From an optimization exercise on the open Yosys and OpenROAD flow, aimed at small area and a short achievable clock period; shortcuts taken in it are not production practice.
No functional check of the RTL was part of any run shown here.
Power figures rest on the tool's default switching activity, not on a simulated workload.

==> flow/design.v (outline; a module is shown in full before it is edited, if it fits) <==
// module fp_mul_pipe: 1658 lines
module fp_mul_pipe (
  input  logic        clk,
  input  logic        rst_n,
  input  logic        in_valid,
  input  logic [3:0]  r_mode,
  input  logic [31:0] fp_X,
  input  logic [31:0] fp_Y,
  output logic        out_valid,
  output logic [31:0] fp_Z,
  output logic        ovrf,
  output logic        udrf
);
  // ...
==> flow/run.sh <==
#!/bin/bash
# synth_recipe.tcl (not shown) runs the flow's synth.tcl, then flattens the netlist and writes it again
# the make line also repeats each setting of config.mk as NAME=value (left out here)
make -C /OpenROAD-flow-scripts/flow DESIGN_CONFIG=/design/flow/config.mk WORK_HOME=/design/flow/orfs CLKGATE_MAP_FILE= SYNTH_SCRIPT=/design/flow/synth_recipe.tcl finish
==> flow/config.mk <==
export PLATFORM = sky130hd
export DESIGN_NAME = fp_mul_pipe
export DESIGN_NICKNAME = fp_mul_pipe
export VERILOG_FILES = /design/flow/design.v
export SDC_FILE = /design/flow/constraint.sdc
export NUM_CORES = 4
export LEC_CHECK = 0
export CAP_MARGIN = 20
export CORE_MARGIN = 2
export CORE_UTILIZATION = 40
export SETUP_SLACK_MARGIN = 4.5
export SLEW_MARGIN = 20
==> flow/constraint.sdc <==
create_clock -name core_clock -period 8.5 [get_ports {clk}]
set_input_delay 1.7000 -clock core_clock [delete_from_list [all_inputs] [get_ports {clk}]]
set_output_delay 1.7000 -clock core_clock [all_outputs]
set_load 0.01 [all_outputs]
==> flow_summary_export.csv, run 1 <==
group,metric,value,unit
place,io_buffer_count,105,
synthesis,syn-num-nets,2480,
outcome,status,"complete, no violations",
global_routing,antenna_found_initial,0,
synthesis,synthMuxAreaShare,0.154,%
sta,finalSetupViolCount,0,
synthesis,ys_seq_area_share,23.9,%
synthesis,synth_top_cell_by_area,"fa_1",
sta,period_minus_slack,4150,ps
synthesis,syn_avg_cell_area,9.96,um^2
power_and_ir_drop,clock_net_power,0.00124,W
layout,antennaDiodeCount,0,
synthesis,async_reset_ff_share,1.66,%
power_and_ir_drop,power,0.00849,W
synthesis,synth_edf_count,0,
clocking,clockBufferDepth,3,
global_routing,busiest_layer,"met2",
drt,drt_iter0_drc,1223,
critical_path,crit_top_cell,"or3_4",
critical_path,worstSetupEndpoint,"st1_0_q",
drt,routed.top_layer,"met4",
drt,vias,15200,
power_and_ir_drop,powerDensity,361,nW/um^2
layout,multi_input_area,14200,um^2
job,drv_cap,0,
power_and_ir_drop,p_seq_share,21.8,%
synthesis,synthSimpleGateAreaFrac,6.49,%
power_and_ir_drop,p_leak,9.73,nW
power_and_ir_drop,top_power_group,"combinational cells",
place,dp.cells,2703,
power_and_ir_drop,p_comb_share,63.6,%
power_and_ir_drop,comb-power,0.00540,W
clocking,htree_levels,1,
==> run 2, diff against run 1 <==
--- a/flow/config.mk
+++ b/flow/config.mk
@@ -7,2 +7,3 @@
 export LEC_CHECK = 0
+export ABC_AREA = 1
 export CAP_MARGIN = 20
==> run 2 against run 1 <==
Effect of this change: critical path type is now reg2reg; cell area up 2.5%; sequential share of layout area is 0.57 points lower; area after synthesis is 1.9% higher; still clean; combinational power shrank 4%; routed wire length up 13%.
==> flow_summary_export.csv, run 2 <==
group,metric,value,unit
hold_path,hold_depth,0,
layout,fin_nets,2851,
place,dp_hpwl,43.7,mm
drt,vias_per_cell,5.47,
place,postPlaceCellArea,22100,um^2
global_routing,grt_first_pass_wirelength,98.9,mm
synthesis,synth_edf_count,0,
floorplan,die_area,53600,um^2
critical_path,crit_top_cell,"fa_1",
critical_path,crit_type,"reg2reg",
power_and_ir_drop,power,0.00830,W
critical_path,crit_path_max_incr_delay,620,ps
synthesis,yosys-top-cells-area,"fa_1, dfxtp_1, xor2_1",
sta,rsz0062_at_grt,"true",
critical_path,required,8980,ps
critical_path,cpMaxStageDelayCell,"fa_1",
critical_path,crit_start,"b_two0_q[6]",
sta,layout_worst_path_cycle_share,46.9,%
floorplan,die_h,231,um
clocking,insertion_delay,580,ps
job,drv_cap,0,
floorplan,rows,83,
drt,wl,65.9,mm
critical_path,worstPathArrival,4470,ps
synthesis,synthTopCellsByCount,"inv_1, xor2_1, fa_1",
synthesis,syn_inst,2294,
drt,drt.antenna.violating_nets,0,
clocking,cts_tree,"done",
synthesis,syn-cell-area,20700,um^2
power_and_ir_drop,irDropWorstVdd,198,uV
drt,dr.pass1.iters,5,
global_routing,grt_pass1_vias,17100,
synthesis,synth_top_cell_by_area,"fa_1",
sta,fin_ws,4510,ps
hold_path,min-delay-start,"e1_q[0]",
layout,drive_gt1_share,12.3,%
critical_path,endpoint_kind,"flop",
synthesis,syn-num-nets,2736,
place,io_buffer_count,105,
synthesis,yosysTopAreaCellShare,26.1,%
synthesis,ys_warn_count,1,
clocking,path_clk_slew,60,ps
critical_path,r2r_setup_slack,4510,ps
critical_path,reg2reg_to,"csb1_r[9]",
layout,fin_util,47.1,%
drt,drcViolationCount,0,
synthesis,ys_ff_latch,241,
floorplan,die_x,231,um
layout,final_common_cell,"inv_1",
sta,period_minus_slack,3990,ps
power_and_ir_drop,p_leak,10.9,nW
sta,finalMaxSlewViolations,0,
hold_path,hold_end,"e2_q[0]",
sta,worst_pin_slew,894,ps
floorplan,coreArea,51200,um^2
global_routing,antenna_found_initial,0,
layout,stdcell_area,24100,um^2
power_and_ir_drop,switching_power,0.00370,W
drt,wl_per_cell,21.2,um
critical_path,r2r_start,"b_two0_q[6]",
synthesis,async_reset_ff_share,1.66,%
floorplan,initial_core_util,40.4,%
layout,areaGrowthSynthToFinish,16.6,%
global_routing,grt_max_degree,29,
critical_path,r2r_cells,10,
clocking,clock_sinks,241,
clocking,htree_levels,1,
critical_path,critPathLaunchType,"flop",
synthesis,synth_flop_cell,"dfxtp_1",
synthesis,ys_seq_area_share,23.4,%
synthesis,syn_avg_cell_area,9.02,um^2
layout,top_regs,"csa1_r: 35 flops, csb1_r: 35 flops, z_q: 32 flops",
place,place_ws,3890,ps
sta,fin_tns_setup,0,ps
clocking,cts_root_buf,"clkbuf_16",
power_and_ir_drop,clock_power_share,14.9,%
critical_path,cp_max_fo,11,
outcome,status,"complete, no violations",
power_and_ir_drop,p_int,0.00460,W
global_routing,grt_usage,23.8,%
floorplan,num_io_pins,106,
layout,final_cell_mix,"inv_1, xor2_1, fa_1, o22ai_1, nand2_1",
power_and_ir_drop,switching_share,44.5,%
sta,finalSetupViolCount,0,
power_and_ir_drop,p_seq_share,22.4,%
sta,fmaxAchievable,0.251,GHz
hold_path,hp-class,"reg2reg",
sta,finalHoldViolCount,0,
synthesis,yosysMostFrequentCell,"inv_1",
clocking,numCtsBuffers,28,
layout,antennaDiodeCount,0,
power_and_ir_drop,powerDensity,344,nW/um^2
global_routing,overflow,0,
sta,slew_headroom,40.4,%
drt,vias,17000,
place,place_congestion,0.896,
synthesis,synth.distinct_cells,51,
sta,skew,11.7,ps
clocking,clockBufferDepth,3,
drt,drt_iter0_drc,1644,
power_and_ir_drop,p_comb_share,62.7,%
critical_path,crit_chain,"clkinvlp_4, o22ai_1, xor2_1, ha_1, fa_1, inv_1, fa_1, fa_1, fa_1, inv_1",
[run 2: cell count changes after synthesis, sizes merged, moves of 19 or more]
| cell | before | now |
|---|---|---|
| a21oi | 73 | 54 |
| a22oi | 257 | 0 |
| buf | 11 | 31 |
| clkbuf | 147 | 98 |
| inv | 232 | 380 |
| nand2 | 69 | 223 |
| nand3 | 19 | 55 |
| nor2 | 63 | 126 |
| o22ai | 4 | 264 |
| xnor2 | 235 | 16 |
| xor2 | 99 | 288 |
[run 2: stage by stage]
step           instances  hold WS [ps]
2_1_floorplan       2294           310
3_3_place_gp        2958           312
3_5_place_dp        2958           312
4_1_cts             3059           327
5_1_grt             3111           331
6_report            3111           326
[run 2: power groups by stage]
stage	clock network, W	logic [W]	registers [W]
finish	0.00123	0.00521	0.00186
detailed placement	0	0.00510	0.00187
global placement	0	0.00498	0.00186
CTS	0.00128	0.00518	0.00185
global route	0.00132	0.00602	0.00190
floorplan	0	0.00359	0.00183
[run 2: area by class of cell]
type	instances	area (um^2)
clock buffer	36	791
clock inverter	16	186
fill	4790	27100
inverter	384	1580
multi-input combinational	1540	13900
sequential	241	4880
tap	680	851
timing repair buffer	187	1730
timing repair inverter	27	185
[run 2: how the worst max path moves through the flow]
stage	endpoint	slack, ps	cells after the start
CTS	cin1_r	4430	12
finish	csb1_r[9]	4510	10
floorplan	cin1_r	4560	14
global route	cin1_r	4450	14
detailed placement	inc2_q	3890	21
global placement	inc2_q	3910	21
[run 2: routing by layer]
| metal | share of wire [%] | track usage, % | vias to the layer above |
|---|---|---|---|
| met1 | 39 | 31.2 | 8019 |
| met4 | 6.6 | 12.1 | 0 |
| met2 | 44 | 37.9 | 1095 |
| met5 | 0 | 0 | - |
| li1 | - | - | 7594 |
| met3 | 10 | 4.26 | 317 |
[run 2: logic make-up after synthesis]
family	count (synthesis)	synth area share (%)
AOI/OAI and AO/OA	382	11.2
xor gates and xnor gates	304	12.9
adders and majority gates	371	32.2
buffers and inverters	513	9.52
DFF	241	23.4
muxes	8	0.429
and+or+nand+nor	475	10.3
[run 2: critical path: cells and delay by family, from the launching register on]
family                     cells  cell delay, ps
AOI/OAI and AO/OA              1             320
xor gates and xnor gates       1             110
adders and majority gates      5            2300
buffers and inverters          3             580
DFF                            1             580
[run 2: what timing repair did]
item	in CTS	in global routing
setup endpoints to repair	47	49
pin swaps	0	1
cloned	18	10
gates resized for setup	53	53
hold buffers	0	0
buffers inserted	31	42

==> re-timing with driven ports <==
The results above use ideal ports. As a check the final layouts listed here were re-extracted and re-timed, cells and wires unchanged. Step 1, drivers: a clkbuf_16 drives clk and a buf_2 each remaining input, both assumed. Step 2 times the ports against the registers' clock, not the clock port: input delays grow and output delays shrink by t, the midpoint of the rising clock arrivals with the driver on. a / b / c = ideal ports / drivers / drivers and shift; a / b = the first two.
| run | t (ns) | setup WS [ns] | clock arrival spread, ns |
|---|---|---|---|
| run 1 | 0.637 | 4.352 / 4.365 / 3.728 | 0.015 / 0.015 |
| run 2 | 0.635 | 4.510 / 4.510 / 4.187 | 0.012 / 0.012 |
After both steps every run listed still meets setup and hold. The setup slack of run 1, which loses most, moves by +0.013 ns with the drivers and by -0.624 ns with both steps.
